Source: an optimization exercise on an open RTL-to-GDS flow (aim: small area, a short achievable clock period and few clock cycles per item). Production flows keep margins and buffers that such runs may drop. At most, simulation tests tie the RTL to the original design; equivalence was not proved.

==> run X <==
// binary_op_pipe
module binary_op_pipe
#(
  parameter int ParamBitWidth = 32,
  parameter int ParamLatency  = 2,
  parameter int ParamTagWidth = 8
) (
  input  logic                     clk,
  input  logic                     reset,
  input  logic                     in_valid,
  output logic                     in_ready,
  input  logic [3:0]               in_op,
  input  logic [ParamBitWidth-1:0] in_lhs,
  input  logic [ParamBitWidth-1:0] in_rhs,
  input  logic [ParamTagWidth-1:0] in_tag,
  output logic                     out_valid,
  input  logic                     out_ready,
  output logic [ParamBitWidth-1:0] out_result,
  output logic [ParamTagWidth-1:0] out_tag,
  output logic                     out_ovf,
  output logic                     out_zero,
  output logic                     out_illegal
);
  logic        iv;           
  logic [3:0]  iop;
  logic [31:0] ia;           
  logic [31:0] ib;           
  logic [7:0]  itag;
  logic [4:0]  shamt;        
  logic        big;          
  logic        fill;         
  logic [2:0]  cnt;          
  logic        plast;        
  logic [3:0]  bone, btwo, bneg;   
  logic [7:0]  slo, clo;     
  logic        cy;           
  logic [33:0] acs;          
  logic [33:0] acc;          
  logic        rdy, rdy_o;   
  logic        sv;           
  logic        ov;
  logic [31:0] ores;
  logic [7:0]  otag;
  logic        oovf, ozero, oill;
  logic is_addsub, is_sub, is_mul, is_shl, is_shr, is_sh;
  logic is_and, is_or, is_xor, is_ill, is_logic;
  assign is_addsub = (iop[3:1] == 3'd0);
  assign is_sub    = (iop == 4'd1);
  ...
==> flow/config.mk <==
export PLATFORM = sky130hd
export DESIGN_NAME = binary_op_pipe
export DESIGN_NICKNAME = binary_op_pipe
export VERILOG_FILES = /design/flow/design.v
export SDC_FILE = /design/flow/constraint.sdc
export NUM_CORES = 4
export LEC_CHECK = 0
export ABC_AREA = 1
export CAP_MARGIN = 50
export CORE_MARGIN = 2
export CORE_UTILIZATION = 50
export PLACE_DENSITY = 0.65
export SLEW_MARGIN = 65
==> flow/constraint.sdc <==
create_clock -name core_clock -period 12.0 [get_ports {clk}]
set_input_delay 2.4000 -clock core_clock [delete_from_list [all_inputs] [get_ports {clk}]]
set_output_delay 2.4000 -clock core_clock [all_outputs]
set_load 0.01 [all_outputs]
run.sh (not shown) runs the stock make flow with config.mk's settings and CLKGATE_MAP_FILE= SYNTH_SCRIPT=/design/flow/synth_recipe.tcl, a recipe that flattens the netlist after the stock synthesis.
==> run F: changes against run X <==
--- a/flow/design.v
+++ b/flow/design.v
@@ -892,28 +892,29 @@
     end
   end
   always_ff @(posedge clk) begin
     rdy_o <= rdy_n;
   end
   always_ff @(posedge clk) begin
-    slo <= {8{mul_pass}} & mso[7:0];
-    clo <= {8{mul_pass}} & mco[7:0];
-    cy  <= mul_pass & mlo[8];
-  end
-  always_ff @(posedge clk) begin
     if (rdy) begin
       iop   <= in_op;
       ia    <= (in_op == 4'd3) ? in_lhs_rev : in_lhs;
       ib    <= in_rhs ^ {32{in_op == 4'd1}};
       itag  <= in_tag;
       shamt <= in_rhs[4:0];
       big   <= |in_rhs[31:5];
       fill  <= (in_op == 4'd5) & in_lhs[31];
+      slo   <= 8'd0;
+      clo   <= 8'd0;
+      cy    <= 1'b0;
       {bone, btwo, bneg} <= booth_dec({in_rhs[7:0], 1'b0});
     end else if (mul_pass) begin
       {bone, btwo, bneg} <= booth_dec(ib[15:7]);
+      slo <= mso[7:0];
+      clo <= mco[7:0];
+      cy  <= mlo[8];
       if (mul_last) begin
         ia <= mso[39:8];
         ib <= mco[39:8];
       end else begin
         ib <= {mlo[7:0], ib[31:8]};
       end
==> flow/config.mk (replaced) <==
export PLATFORM = sky130hd
export DESIGN_NAME = binary_op_pipe
export DESIGN_NICKNAME = binary_op_pipe
export VERILOG_FILES = /design/flow/design.v
export SDC_FILE = /design/flow/constraint.sdc
export NUM_CORES = 4
export LEC_CHECK = 0
export CAP_MARGIN = 50
export CORE_MARGIN = 2
export CORE_UTILIZATION = 75
export SLEW_MARGIN = 65
==> run M: changes against run X <==
--- a/flow/design.v
+++ b/flow/design.v
@@ -747,15 +747,12 @@
 );
   logic        iv;           
   logic [3:0]  iop;
   logic [31:0] ia;           
   logic [31:0] ib;           
   logic [7:0]  itag;
-  logic [4:0]  shamt;        
-  logic        big;          
-  logic        fill;         
   logic [2:0]  cnt;          
   logic        plast;        
   logic [3:0]  bone, btwo, bneg;   
   logic [7:0]  slo, clo;     
   logic        cy;           
   logic [33:0] acs;          
@@ -763,19 +760,20 @@
   logic        rdy, rdy_o;   
   logic        sv;           
   logic        ov;
   logic [31:0] ores;
   logic [7:0]  otag;
   logic        oovf, ozero, oill;
-  logic is_addsub, is_sub, is_mul, is_shl, is_shr, is_sh;
+  logic is_addsub, is_sub, is_mul, is_shl, is_shr, is_ashr, is_sh;
   logic is_and, is_or, is_xor, is_ill, is_logic;
   assign is_addsub = (iop[3:1] == 3'd0);
   assign is_sub    = (iop == 4'd1);
   assign is_mul    = (iop == 4'd2);
   assign is_shl    = (iop == 4'd3);
   assign is_shr    = (iop == 4'd4) || (iop == 4'd5);
+  assign is_ashr   = (iop == 4'd5);
   assign is_sh     = is_shl || is_shr;
   assign is_and    = (iop == 4'd6);
   assign is_or     = (iop == 4'd7);
   assign is_xor    = (iop == 4'd8);
   assign is_ill    = (iop > 4'd8);
   assign is_logic  = is_and || is_or || is_xor;
@@ -809,13 +807,17 @@
   assign t_s     = ia | ib;
   assign ovf_as  = (ia[31] == ib[31]) && (sum_s[31] != ia[31]);
   assign eq0_s   = (p_s == {t_s[30:0], cin});
   assign eq1_s   = (~p_s == {g_s[30:0], cin});
   assign logic_s = ({32{is_xor | is_or}} & p_s) | ({32{is_and | is_or}} & g_s);
   logic [31:0] sy, sy_rev, shmask;
-  logic        zero_sh;
+  logic [4:0]  shamt;
+  logic        zero_sh, big, fill;
+  assign shamt = ib[4:0];
+  assign big   = |ib[31:5];
+  assign fill  = is_ashr & ia[31];
   always_comb begin
     logic [32:0] r;
     r  = $signed({fill, ia}) >>> shamt;
     sy = big ? {32{fill}} : r[31:0];
   end
   always_comb begin
@@ -902,15 +904,12 @@
   always_ff @(posedge clk) begin
     if (rdy) begin
       iop   <= in_op;
       ia    <= (in_op == 4'd3) ? in_lhs_rev : in_lhs;
       ib    <= in_rhs ^ {32{in_op == 4'd1}};
       itag  <= in_tag;
-      shamt <= in_rhs[4:0];
-      big   <= |in_rhs[31:5];
-      fill  <= (in_op == 4'd5) & in_lhs[31];
       {bone, btwo, bneg} <= booth_dec({in_rhs[7:0], 1'b0});
     end else if (mul_pass) begin
       {bone, btwo, bneg} <= booth_dec(ib[15:7]);
       if (mul_last) begin
         ia <= mso[39:8];
         ib <= mco[39:8];
--- a/flow/config.mk
+++ b/flow/config.mk
@@ -5,9 +5,9 @@
 export SDC_FILE = /design/flow/constraint.sdc
 export NUM_CORES = 4
 export LEC_CHECK = 0
 export ABC_AREA = 1
 export CAP_MARGIN = 50
 export CORE_MARGIN = 2
-export CORE_UTILIZATION = 50
-export PLACE_DENSITY = 0.65
+export CORE_UTILIZATION = 40
+export PLACE_DENSITY = 0.6
 export SLEW_MARGIN = 65
==> notes <==
In run X the cell area is smaller than in run M, by about 0.6%.
Between run X and run M, the lower worst setup slack is in run X (gap 70 ps).
Run F did not get past 5_1_grt, error GRT-0232. Run M passed the timing, design-rule and antenna checks. Run X finished clean.
Flip-flop and latch count: run M is lower than run X (7).
Against run X, the sequential share of layout area of run M is lower by 0.95 points.
Testbench counts of run X, summed over its fixed seeds: cycles 22,384, items 16,000.
Testbench counts of run M, summed over its fixed seeds: cycles 22,384, items 16,000.
Function not checked in run F: the RTL went through the layout flow alone.

## re-timing with driven ports
Ports are ideal in the flow. The routed layouts listed here were re-timed in OpenROAD. Step 1 sets driving cells, clkbuf_16 on the clock port and buf_2 on the other inputs (assumed; they add their load-dependent delay and slew). Step 2, shift: input delay + t, output delay - t, t = (earliest + latest rising clock arrival at the registers) / 2. This alone moves slack from input paths to output paths. a / b / c = no drivers / after step 1 / after step 2; a / b = the first two.
| run | t, ns | slack for setup (ns) | worst setup path at the end | worst data-port slew with drivers (ns) |
|---|---|---|---|---|
| run X | 0.637 | 7.677 / 7.677 / 7.191 | input to register | 0.06 |
| run M | 0.653 | 7.747 / 7.747 / 7.211 | input to register | 0.05 |
After both steps setup and hold are still met in every run listed. The setup slack of run M, which loses most, moves by 0.000 ns with the drivers and by -0.536 ns with both steps.
